What follows belongs to an exercise in optimizing a design on an open flow for small area; a production flow would make more cautious choices.
At most, simulation tests tie the RTL to the original design; equivalence was not proved.
Power and IR drop assume default switching activity.

==> flow/design.v <==
module bfly_ctrl (
    input  logic clk,
    input  logic rst,
    input  logic valid,
    output logic compute,  
    output logic rotate    
);
    localparam int BLOCK = 2 * 8;
    localparam int IDX_W = $clog2(BLOCK);
    logic [IDX_W-1:0] idx;
    always_ff @(posedge clk or negedge rst) begin
        if (!rst) begin
            idx <= '0;
        end else if (valid) begin
            idx <= idx + 1'b1;
        end
    end
    assign compute = valid && idx[IDX_W-1];
    assign rotate  = idx[IDX_W-1] && idx[IDX_W-2];
endmodule
module bfly_addsub (
    input  logic                                clk,
    input  logic                                rst,
    input  logic                                valid,
    input  logic                                compute,  
    input  logic                                rotate,   
    input  logic [4*2*9-1:0]  din,
    output logic [4*2*10-1:0] bfly_p,
    output logic [4*2*10-1:0] bfly_n
);
    localparam int IW = 9;
    localparam int OW = 10;
    localparam int VW = 4 * 2 * IW;
    localparam int RW = 4 * 2 * 2 * OW;  
    localparam int KW = 2 * OW - IW;               
    logic [VW-1:0] cur;                   
    logic [VW-1:0] dly [1:8];    
    logic          fill_q;                
    logic          cmp_q;                 
    logic          hold_q;                
    logic          rot_q;
    always_ff @(posedge clk or negedge rst) begin
        if (!rst) begin
            fill_q <= 1'b0;
            cmp_q  <= 1'b0;
            hold_q <= 1'b1;
        end else begin
            fill_q <= valid && !compute;
            cmp_q  <= compute;
            hold_q <= !valid;
        end
    end
    always_ff @(posedge clk) begin
        cur   <= din;
        rot_q <= rotate;
    end
    logic [4*2*OW-1:0] p_d, n_d;
    for (genvar l = 0; l < 4; l++) begin : g_lane
        logic [OW-1:0] are, aim, bre, bim, d1, d2;
        assign are = OW'($signed(dly[8][l*2*IW+IW +: IW]));
        assign aim = OW'($signed(dly[8][l*2*IW    +: IW]));
        assign bre = OW'($signed(cur[l*2*IW+IW +: IW]));
        assign bim = OW'($signed(cur[l*2*IW    +: IW]));
        add10 i_d1 (.x(are), .y(~bre), .ci(!rot_q), .s(d1));
        add10 i_d2 (.x(aim), .y(~bim), .ci(1'b1),   .s(d2));
        add10 i_pr (.x(are), .y(bre),  .ci(1'b0),   .s(p_d[l*2*OW+OW +: OW]));
        add10 i_pi (.x(aim), .y(bim),  .ci(1'b0),   .s(p_d[l*2*OW    +: OW]));
        assign n_d[l*2*OW+OW +: OW] = rot_q ? d2  : d1;
        assign n_d[l*2*OW    +: OW] = rot_q ? ~d1 : d2;
    end
    logic [VW-1:0]                   res_lo;
    logic [4*2*KW-1:0]      res_hi_d, res_q;
    for (genvar j = 0; j < 2 * 4; j++) begin : g_part
        logic [2*OW-1:0] r;
        assign r = {n_d[j*OW +: OW], p_d[j*OW +: OW]};
        assign res_lo[j*IW +: IW]   = r[IW-1:0];
        assign res_hi_d[j*KW +: KW] = r[2*OW-1:IW];
        assign {bfly_n[j*OW +: OW], bfly_p[j*OW +: OW]} = {res_q[j*KW +: KW], dly[1][j*IW +: IW]};
    end
    always_ff @(posedge clk) begin
        dly[1] <= ({VW{cmp_q}} & res_lo) | ({VW{fill_q}} & cur) | ({VW{hold_q}} & dly[1]);
        for (int i = 2; i <= 8; i++) begin
            dly[i] <= ({VW{fill_q | cmp_q}} & dly[i-1]) | ({VW{hold_q}} & dly[i]);
        end
    end
    always_ff @(posedge clk) begin
        res_q <= res_hi_d;
    end
endmodule
module add10 #(
    parameter int W = 10,
    parameter int L = W / 2
) (
    input  logic [W-1:0] x,
    input  logic [W-1:0] y,
    input  logic         ci,
    output logic [W-1:0] s
);
    logic [L:0]   c;
    logic [W-L:0] c0, c1;
    logic [W-1:L] s0, s1;
    assign c[0] = ci;
    for (genvar i = 0; i < L; i++) begin : g_lo
        assign s[i]   = x[i] ^ y[i] ^ c[i];
        assign c[i+1] = (x[i] & y[i]) | (c[i] & (x[i] ^ y[i]));
    end
    assign c0[0] = 1'b0;
    assign c1[0] = 1'b1;
    for (genvar i = L; i < W; i++) begin : g_hi
        assign s0[i]      = x[i] ^ y[i] ^ c0[i-L];
        assign c0[i-L+1]  = (x[i] & y[i]) | (c0[i-L] & (x[i] ^ y[i]));
        assign s1[i]      = x[i] ^ y[i] ^ c1[i-L];
        assign c1[i-L+1]  = (x[i] & y[i]) | (c1[i-L] & (x[i] ^ y[i]));
    end
    assign s[W-1:L] = c[L] ? s1 : s0;
endmodule
module fft_stage0 (
    input  logic                                clk,
    input  logic                                rst,
    input  logic                                valid,
    input  logic [4*2*9-1:0]  din,
    output logic [4*2*10-1:0] bfly_p,
    output logic [4*2*10-1:0] bfly_n,
    output logic                                out_valid
);
    logic compute;
    logic rotate;
    logic cmp_q;   
    bfly_ctrl i_ctrl (
        .clk     (clk),
        .rst     (rst),
        .valid   (valid),
        .compute (compute),
        .rotate  (rotate)
    );
    bfly_addsub i_addsub (
        .clk     (clk),
        .rst     (rst),
        .valid   (valid),
        .compute (compute),
        .rotate  (rotate),
        .din     (din),
        .bfly_p  (bfly_p),
        .bfly_n  (bfly_n)
    );
    always_ff @(posedge clk or negedge rst) begin
        if (!rst) begin
            cmp_q     <= 1'b0;
            out_valid <= 1'b0;
        end else begin
            cmp_q     <= compute;
            out_valid <= cmp_q;  
        end
    end
endmodule
export LEC_CHECK = 0
export CAP_MARGIN = 20
export CORE_MARGIN = 2
export CORE_UTILIZATION = 40
export SLEW_MARGIN = 20
create_clock -name core_clock -period 3.2 [get_ports {clk}]
standard.sh (not shown) runs the stock make flow with config.mk's settings and CLKGATE_MAP_FILE= SYNTH_SCRIPT=/design/flow/synth_recipe.tcl, a recipe that flattens the netlist after the stock synthesis.
==> flow/flow/run.sh <==
#!/bin/bash
# The standard layout, with the port buffers made from the smallest buffer
# cell. Each step's full output is in orfs/logs/; make's output in
# standard.log.
set -euo pipefail
bash standard.sh \
  "BUFFER_PORTS_ARGS=-buffer_cell sky130_fd_sc_hd__buf_1" \
  finish > standard.log 2>&1
The starting point ran to the end with violations: negative setup slack.
Next try:
--- a/flow/design.v
+++ b/flow/design.v
@@ -54,20 +54,22 @@
         cur   <= din;
         rot_q <= rotate;
     end
     logic [4*2*OW-1:0] p_d, n_d;
     for (genvar l = 0; l < 4; l++) begin : g_lane
         logic [OW-1:0] are, aim, bre, bim, d1, d2;
+        logic [OW:0]   d1w;
         assign are = OW'($signed(dly[8][l*2*IW+IW +: IW]));
         assign aim = OW'($signed(dly[8][l*2*IW    +: IW]));
         assign bre = OW'($signed(cur[l*2*IW+IW +: IW]));
         assign bim = OW'($signed(cur[l*2*IW    +: IW]));
-        add10 i_d1 (.x(are), .y(~bre), .ci(!rot_q), .s(d1));
-        add10 i_d2 (.x(aim), .y(~bim), .ci(1'b1),   .s(d2));
-        add10 i_pr (.x(are), .y(bre),  .ci(1'b0),   .s(p_d[l*2*OW+OW +: OW]));
-        add10 i_pi (.x(aim), .y(bim),  .ci(1'b0),   .s(p_d[l*2*OW    +: OW]));
+        assign d1w = {are, 1'b1} + {~bre, !rot_q};
+        assign d1  = d1w[OW:1];
+        assign d2  = aim - bim;
+        assign p_d[l*2*OW+OW +: OW] = are + bre;
+        assign p_d[l*2*OW    +: OW] = aim + bim;
         assign n_d[l*2*OW+OW +: OW] = rot_q ? d2  : d1;
         assign n_d[l*2*OW    +: OW] = rot_q ? ~d1 : d2;
     end
     logic [VW-1:0]                   res_lo;
     logic [4*2*KW-1:0]      res_hi_d, res_q;
     for (genvar j = 0; j < 2 * 4; j++) begin : g_part
@@ -83,39 +85,12 @@
             dly[i] <= ({VW{fill_q | cmp_q}} & dly[i-1]) | ({VW{hold_q}} & dly[i]);
         end
     end
     always_ff @(posedge clk) begin
         res_q <= res_hi_d;
     end
-endmodule
-module add10 #(
-    parameter int W = 10,
-    parameter int L = W / 2
-) (
-    input  logic [W-1:0] x,
-    input  logic [W-1:0] y,
-    input  logic         ci,
-    output logic [W-1:0] s
-);
-    logic [L:0]   c;
-    logic [W-L:0] c0, c1;
-    logic [W-1:L] s0, s1;
-    assign c[0] = ci;
-    for (genvar i = 0; i < L; i++) begin : g_lo
-        assign s[i]   = x[i] ^ y[i] ^ c[i];
-        assign c[i+1] = (x[i] & y[i]) | (c[i] & (x[i] ^ y[i]));
-    end
-    assign c0[0] = 1'b0;
-    assign c1[0] = 1'b1;
-    for (genvar i = L; i < W; i++) begin : g_hi
-        assign s0[i]      = x[i] ^ y[i] ^ c0[i-L];
-        assign c0[i-L+1]  = (x[i] & y[i]) | (c0[i-L] & (x[i] ^ y[i]));
-        assign s1[i]      = x[i] ^ y[i] ^ c1[i-L];
-        assign c1[i-L+1]  = (x[i] & y[i]) | (c1[i-L] & (x[i] ^ y[i]));
-    end
-    assign s[W-1:L] = c[L] ? s1 : s0;
 endmodule
 module fft_stage0 (
     input  logic                                clk,
     input  logic                                rst,
     input  logic                                valid,
     input  logic [4*2*9-1:0]  din,
Outcome:
- The new run completed with no timing, DRC or antenna violations
- power goes up by 3.0%
- register-to-register slack improved by 1.3 ns
- cell area goes up by 3.5%
- wire length goes up by 11%
- count of clock-buffer cells in the layout goes up by 9
- setup slack improved by 1.3 ns
- fmax goes up by 51%
- global-route usage goes up by 0.46 points
- first-iteration DRC count goes up by 38%
- die area goes up by 6.9%
- combinational power goes up by about 6%
- critical path depth goes down by 8
Only the layout flow was run in the first run of this note; the RTL was not checked for function there.

-- afterwards: timing with drivers on the ports --
Ports are ideal in the flow. The routed layouts listed here were re-timed in OpenROAD. Step 1: set_driving_cell puts a clkbuf_16 on clk and a buf_2 on each other input, an assumption about the parent block. Step 2 adds t to the input delays and takes it off the output delays; t is the mean of the earliest and latest rising clock arrival at the registers after step 1. Input paths then give back, and output paths get back, about the clock's delay inside the block. Slacks: ideal ports / drivers / drivers and shift; pairs: ideal ports / drivers.
run | t (ns) | setup WS [ns] | worst register clock-pin slew, ns | cell pins on the clock port's net
the first run | 0.653 | -0.519 / -0.519 / -0.519 | 0.06 / 0.06 | 1
the second run | 0.659 | 0.732 / 0.732 / 0.732 | 0.06 / 0.06 | 1
